Source: an optimization exercise on an open RTL-to-GDS flow (aim: small area, a short achievable clock period and few clock cycles). Production flows keep margins and buffers that such runs may drop.
RTL that was checked went through simulation tests only; none was proved equivalent to the original.
Power figures rest on the tool's default switching activity, not on a simulated workload.

Design ex_unit_top, start of the top module:
module ex_unit_top (
    input  logic  clk,
    input  logic  rst,
    input  logic  req,
    input  rv_isa_pkg::word_t inst,
    input  rv_isa_pkg::word_t rs1_data,
    input  rv_isa_pkg::word_t rs2_data,
    input  rv_isa_pkg::word_t frs1_data,
    input  rv_isa_pkg::word_t frs2_data,
    output logic  ack,
    output logic  illegal,
    output rv_isa_pkg::word_t result
);
    logic              legal, is_fp, fp_ready;
    rv_isa_pkg::word_t alu_result, fp_result;
    logic [23:0]       fp_norm_in, fp_norm_out;
    logic [4:0]        fp_lz;
    ex_decode u_ex_decode (
        .inst  (inst),
        .legal (legal),
        .is_fp (is_fp)
    );
    int_alu u_int_alu (
        .inst        (inst),
        .rs1_data    (rs1_data),
        .rs2_data    (rs2_data),
        .fp_mode     (inst[6]),
        .fp_norm_in  (fp_norm_in),
        .fp_lz       (fp_lz),
        .alu_result  (alu_result),
        .fp_norm_out (fp_norm_out)
    );
    fp_adder u_fp_adder (
        .clk       (clk),
        .op_a      (frs1_data),
        .op_b      (frs2_data),
        .fp_sub    (inst[27]),
        .norm_in   (fp_norm_in),
        .lz        (fp_lz),
        .norm_out  (fp_norm_out),
        .fp_result (fp_result)
    );
    ex_result u_ex_result (
        .legal      (legal),
        .is_fp      (is_fp),
        .alu_result (alu_result),
        .fp_result  (fp_result),
        .illegal    (illegal),
        .result     (result)
    );
    always_ff @(posedge clk or posedge rst) begin
        if (rst) fp_ready <= 1'b0;
        else     fp_ready <= req;
    end
    assign ack = req & (fp_ready | (inst[6:0] != rv_isa_pkg::opc_op_fp));
endmodule
Size: ~36 flip-flops, about 200 I/O pins, roughly 15000 um^2 of cells after synthesis.
==> module fp_adder, before the edit <==
module fp_adder (
    input  logic              clk,
    input  rv_isa_pkg::word_t op_a,
    input  rv_isa_pkg::word_t op_b,
    input  logic              fp_sub,
    output logic [23:0]       norm_in,
    output logic [4:0]        lz,
    input  logic [23:0]       norm_out,
    output rv_isa_pkg::word_t fp_result
);
    logic        s, s_q, eff_sub, eff_sub_q;
    logic [7:0]  big_exp, big_exp_q;
    logic [24:0] sum, sum_q;
    fp_align u_fp_align (
        .op_a    (op_a),
        .op_b    (op_b),
        .fp_sub  (fp_sub),
        .sign    (s),
        .eff_sub (eff_sub),
        .big_exp (big_exp),
        .sum     (sum)
    );
    always_ff @(posedge clk) begin
        s_q       <= s;
        eff_sub_q <= eff_sub;
        big_exp_q <= big_exp;
        sum_q     <= sum;
    end
    fp_norm u_fp_norm (
        .sign      (s_q),
        .eff_sub   (eff_sub_q),
        .big_exp   (big_exp_q),
        .sum       (sum_q),
        .lz        (lz),
        .norm_in   (norm_in),
        .norm_out  (norm_out),
        .fp_result (fp_result)
    );
endmodule
==> module fp_align, before the edit <==
module fp_align (
    input  rv_isa_pkg::word_t op_a,
    input  rv_isa_pkg::word_t op_b,
    input  logic              fp_sub,
    output logic              sign,
    output logic              eff_sub,
    output logic [7:0]        big_exp,
    output logic [24:0]       sum
);
    logic        sign_a, sign_b, zero_a, zero_b, exp_lt;
    logic [7:0]  exp_a, exp_b, diff;
    logic [8:0]  d_ab, d_ba;
    logic [23:0] man_a, man_b, big_man, small_man, aligned;
    assign sign_a = op_a[31];
    assign sign_b = op_b[31] ^ fp_sub;
    assign exp_a  = op_a[30:23];
    assign exp_b  = op_b[30:23];
    assign zero_a = (exp_a == 8'd0);
    assign zero_b = (exp_b == 8'd0);
    assign man_a  = zero_a ? 24'd0 : {1'b1, op_a[22:0]};
    assign man_b  = zero_b ? 24'd0 : {1'b1, op_b[22:0]};
    assign d_ab   = {1'b0, exp_a} - {1'b0, exp_b};
    assign d_ba   = {1'b0, exp_b} - {1'b0, exp_a};
    assign exp_lt = d_ab[8];
    assign diff   = exp_lt ? d_ba[7:0] : d_ab[7:0];
    assign big_man   = exp_lt ? man_b : man_a;
    assign small_man = exp_lt ? man_a : man_b;
    assign big_exp   = exp_lt ? exp_b : exp_a;
    assign sign      = exp_lt ? sign_b : sign_a;
    assign aligned = (diff[7:5] != 3'd0) ? 24'd0 : small_man >> diff[4:0];
    assign eff_sub = sign_a ^ sign_b;
    assign sum     = {1'b0, big_man} + ({1'b0, aligned} ^ {25{eff_sub}}) + {24'd0, eff_sub};
endmodule
==> module fp_norm, before the edit <==
module fp_norm (
    input  logic              sign,
    input  logic              eff_sub,
    input  logic [7:0]        big_exp,
    input  logic [24:0]       sum,
    output logic [4:0]        lz,
    output logic [23:0]       norm_in,
    input  logic [23:0]       norm_out,
    output rv_isa_pkg::word_t fp_result
);
    logic [23:0] norm_man, mag;
    logic        neg, carry, res_sign;
    assign neg      = eff_sub & sum[24];
    assign carry    = ~eff_sub & sum[24];
    assign mag      = (sum[23:0] ^ {24{neg}}) + {23'd0, neg};
    assign res_sign = sign ^ neg;
    logic [7:0]  exp_out;
    logic        res_zero, res_inf;
    logic [31:0] x;
    logic [15:0] v1, c1;
    logic [7:0]  v2;
    logic [15:0] c2;
    logic [3:0]  v4;
    logic [11:0] c4;
    logic [1:0]  v8;
    logic [7:0]  c8;
    assign x = {mag, 8'd0};
    always_comb begin
        for (int i = 0; i < 16; i++) begin
            v1[i] = x[2*i+1] | x[2*i];
            c1[i] = ~x[2*i+1];
        end
        for (int i = 0; i < 8; i++) begin
            v2[i]         = v1[2*i+1] | v1[2*i];
            c2[2*i +: 2]  = v1[2*i+1] ? {1'b0, c1[2*i+1]} : {1'b1, c1[2*i]};
        end
        for (int i = 0; i < 4; i++) begin
            v4[i]         = v2[2*i+1] | v2[2*i];
            c4[3*i +: 3]  = v2[2*i+1] ? {1'b0, c2[2*(2*i+1) +: 2]} : {1'b1, c2[2*(2*i) +: 2]};
        end
        for (int i = 0; i < 2; i++) begin
            v8[i]         = v4[2*i+1] | v4[2*i];
            c8[4*i +: 4]  = v4[2*i+1] ? {1'b0, c4[3*(2*i+1) +: 3]} : {1'b1, c4[3*(2*i) +: 3]};
        end
        lz = v8[1] ? {1'b0, c8[7:4]} : {1'b1, c8[3:0]};
    end
    assign norm_in = mag;
    always_comb begin
        if (carry) begin
            norm_man = sum[24:1];
            exp_out  = big_exp + 8'd1;
            res_zero = 1'b0;
            res_inf  = (big_exp >= 8'd254);
        end else begin
            norm_man = norm_out;
            exp_out  = big_exp - {3'd0, lz};
            res_zero = ({3'd0, lz} >= big_exp) | (mag == 24'd0);
            res_inf  = (lz == 5'd0) & (big_exp == 8'd255);
        end
        fp_result = res_zero ? 32'd0 :
                    res_inf  ? {res_sign, 8'hff, 23'd0} :
                               {res_sign, exp_out, norm_man[22:0]};
    end
endmodule
==> flow/config.mk <==
export PLATFORM = sky130hd
export DESIGN_NAME = ex_unit_top
export DESIGN_NICKNAME = ex_unit_top
export VERILOG_FILES = /design/flow/design.v
export SDC_FILE = /design/flow/constraint.sdc
export NUM_CORES = 4
export LEC_CHECK = 0
export ABC_AREA = 1
export CAP_MARGIN = 20
export CORE_MARGIN = 2
export CORE_UTILIZATION = 50
export SETUP_SLACK_MARGIN = 2.5
export SLEW_MARGIN = 20
==> flow/constraint.sdc <==
create_clock -name core_clock -period 11.0 [get_ports {clk}]
set_input_delay 2.2000 -clock core_clock [delete_from_list [all_inputs] [get_ports {clk}]]
set_output_delay 2.2000 -clock core_clock [all_outputs]
set_load 0.01 [all_outputs]
standard.sh (not shown) runs the stock make flow with config.mk's settings and CLKGATE_MAP_FILE= SYNTH_SCRIPT=/design/flow/synth_recipe.tcl, a recipe that flattens the netlist after the stock synthesis.
==> flow/flow/run.sh <==
#!/bin/bash
set -o pipefail
cp standard.sh standard_sh.txt
export BUFFER_PORTS_ARGS="-buffer_cell sky130_fd_sc_hd__buf_1"
bash standard.sh > standard.log 2>&1
==> next run, changes <==
--- a/flow/design.v
+++ b/flow/design.v
@@ -164,29 +164,26 @@
     output logic [4:0]        lz,
     input  logic [23:0]       norm_out,
     output rv_isa_pkg::word_t fp_result
 );
-    logic        s, s_q, eff_sub, eff_sub_q;
+    logic        s, s_q;
     logic [7:0]  big_exp, big_exp_q;
     logic [24:0] sum, sum_q;
     fp_align u_fp_align (
         .op_a    (op_a),
         .op_b    (op_b),
         .fp_sub  (fp_sub),
         .sign    (s),
-        .eff_sub (eff_sub),
         .big_exp (big_exp),
         .sum     (sum)
     );
     always_ff @(posedge clk) begin
         s_q       <= s;
-        eff_sub_q <= eff_sub;
         big_exp_q <= big_exp;
         sum_q     <= sum;
     end
     fp_norm u_fp_norm (
         .sign      (s_q),
-        .eff_sub   (eff_sub_q),
         .big_exp   (big_exp_q),
         .sum       (sum_q),
         .lz        (lz),
         .norm_in   (norm_in),
@@ -198,13 +195,13 @@
     input  rv_isa_pkg::word_t op_a,
     input  rv_isa_pkg::word_t op_b,
     input  logic              fp_sub,
     output logic              sign,
-    output logic              eff_sub,
     output logic [7:0]        big_exp,
     output logic [24:0]       sum
 );
-    logic        sign_a, sign_b, zero_a, zero_b, exp_lt;
+    logic        sign_a, sign_b, zero_a, zero_b, exp_lt, exp_eq, frac_lt;
+    logic        a_big, eff_sub;
     logic [7:0]  exp_a, exp_b, diff;
     logic [8:0]  d_ab, d_ba;
     logic [23:0] man_a, man_b, big_man, small_man, aligned;
     assign sign_a = op_a[31];
@@ -214,36 +211,33 @@
     assign zero_a = (exp_a == 8'd0);
     assign zero_b = (exp_b == 8'd0);
     assign man_a  = zero_a ? 24'd0 : {1'b1, op_a[22:0]};
     assign man_b  = zero_b ? 24'd0 : {1'b1, op_b[22:0]};
-    assign d_ab   = {1'b0, exp_a} - {1'b0, exp_b};
-    assign d_ba   = {1'b0, exp_b} - {1'b0, exp_a};
-    assign exp_lt = d_ab[8];
-    assign diff   = exp_lt ? d_ba[7:0] : d_ab[7:0];
-    assign big_man   = exp_lt ? man_b : man_a;
-    assign small_man = exp_lt ? man_a : man_b;
-    assign big_exp   = exp_lt ? exp_b : exp_a;
-    assign sign      = exp_lt ? sign_b : sign_a;
+    assign d_ab    = {1'b0, exp_a} - {1'b0, exp_b};
+    assign d_ba    = {1'b0, exp_b} - {1'b0, exp_a};
+    assign exp_lt  = d_ab[8];
+    assign exp_eq  = (exp_a == exp_b);
+    assign frac_lt = (op_a[22:0] < op_b[22:0]);
+    assign a_big   = ~exp_lt & ~(exp_eq & ~zero_a & frac_lt);
+    assign diff    = exp_lt ? d_ba[7:0] : d_ab[7:0];
+    assign big_man   = a_big ? man_a : man_b;
+    assign small_man = a_big ? man_b : man_a;
+    assign big_exp   = a_big ? exp_a : exp_b;
+    assign sign      = a_big ? sign_a : sign_b;
     assign aligned = (diff[7:5] != 3'd0) ? 24'd0 : small_man >> diff[4:0];
     assign eff_sub = sign_a ^ sign_b;
     assign sum     = {1'b0, big_man} + ({1'b0, aligned} ^ {25{eff_sub}}) + {24'd0, eff_sub};
 endmodule
 module fp_norm (
     input  logic              sign,
-    input  logic              eff_sub,
     input  logic [7:0]        big_exp,
     input  logic [24:0]       sum,
     output logic [4:0]        lz,
     output logic [23:0]       norm_in,
     input  logic [23:0]       norm_out,
     output rv_isa_pkg::word_t fp_result
 );
-    logic [23:0] norm_man, mag;
-    logic        neg, carry, res_sign;
-    assign neg      = eff_sub & sum[24];
-    assign carry    = ~eff_sub & sum[24];
-    assign mag      = (sum[23:0] ^ {24{neg}}) + {23'd0, neg};
-    assign res_sign = sign ^ neg;
+    logic [23:0] norm_man;
     logic [7:0]  exp_out;
     logic        res_zero, res_inf;
     logic [31:0] x;
     logic [15:0] v1, c1;
@@ -252,9 +246,9 @@
     logic [3:0]  v4;
     logic [11:0] c4;
     logic [1:0]  v8;
     logic [7:0]  c8;
-    assign x = {mag, 8'd0};
+    assign x = {sum[23:0], 8'd0};
     always_comb begin
         for (int i = 0; i < 16; i++) begin
             v1[i] = x[2*i+1] | x[2*i];
             c1[i] = ~x[2*i+1];
@@ -272,24 +266,24 @@
             c8[4*i +: 4]  = v4[2*i+1] ? {1'b0, c4[3*(2*i+1) +: 3]} : {1'b1, c4[3*(2*i) +: 3]};
         end
         lz = v8[1] ? {1'b0, c8[7:4]} : {1'b1, c8[3:0]};
     end
-    assign norm_in = mag;
+    assign norm_in = sum[23:0];
     always_comb begin
-        if (carry) begin
+        if (sum[24]) begin
             norm_man = sum[24:1];
             exp_out  = big_exp + 8'd1;
             res_zero = 1'b0;
             res_inf  = (big_exp >= 8'd254);
         end else begin
             norm_man = norm_out;
             exp_out  = big_exp - {3'd0, lz};
-            res_zero = ({3'd0, lz} >= big_exp) | (mag == 24'd0);
+            res_zero = ({3'd0, lz} >= big_exp) | (sum[23:0] == 24'd0);
             res_inf  = (lz == 5'd0) & (big_exp == 8'd255);
         end
         fp_result = res_zero ? 32'd0 :
-                    res_inf  ? {res_sign, 8'hff, 23'd0} :
-                               {res_sign, exp_out, norm_man[22:0]};
+                    res_inf  ? {sign, 8'hff, 23'd0} :
+                               {sign, exp_out, norm_man[22:0]};
     end
 endmodule
 `default_nettype wire
 `default_nettype none
=>
- critical path depth grows by 3
- design area shrinks by a few percent
- first-iteration DRC count shrinks by a quarter to a third
- setup slack gains 40 ps
- die area shrinks by a few percent
- final cell count shrinks by a few percent
- synthesized cell count shrinks by a few percent
- clock power stays flat
- hold slack loses 6.9 ps
Testbench counts after the change, summed over its fixed seeds: cycles 27,666.
No functional check of the RTL was part of the first run of this note.

[re-timing with driven ports]
No port has a modelled driver above. Below, the same layouts with a new extraction and two added sets of constraints. Step 1 sets driving cells, clkbuf_16 on the clock port and buf_2 on the other inputs (assumed; they add their load-dependent delay and slew). Step 2 adds t to the input delays and takes it off the output delays; t is the mean of the earliest and latest rising clock arrival at the registers after step 1. Input paths then give back, and output paths get back, about the clock's delay inside the block. Slacks: no drivers / after step 1 / after step 2; pairs: no drivers / after step 1.
run	t (ns)	setup WS [ns]	worst setup path at the end	worst data-port slew with drivers (ns)
the first run	0.310	2.588 / 2.436 / 2.436	input to output	0.16
the second run	0.314	2.629 / 2.586 / 2.586	input to output	0.06
After both steps setup and hold are still met in every run listed. For the first run, which loses most, drivers alone change the setup slack by -0.152 ns; drivers and shift together by -0.152 ns.
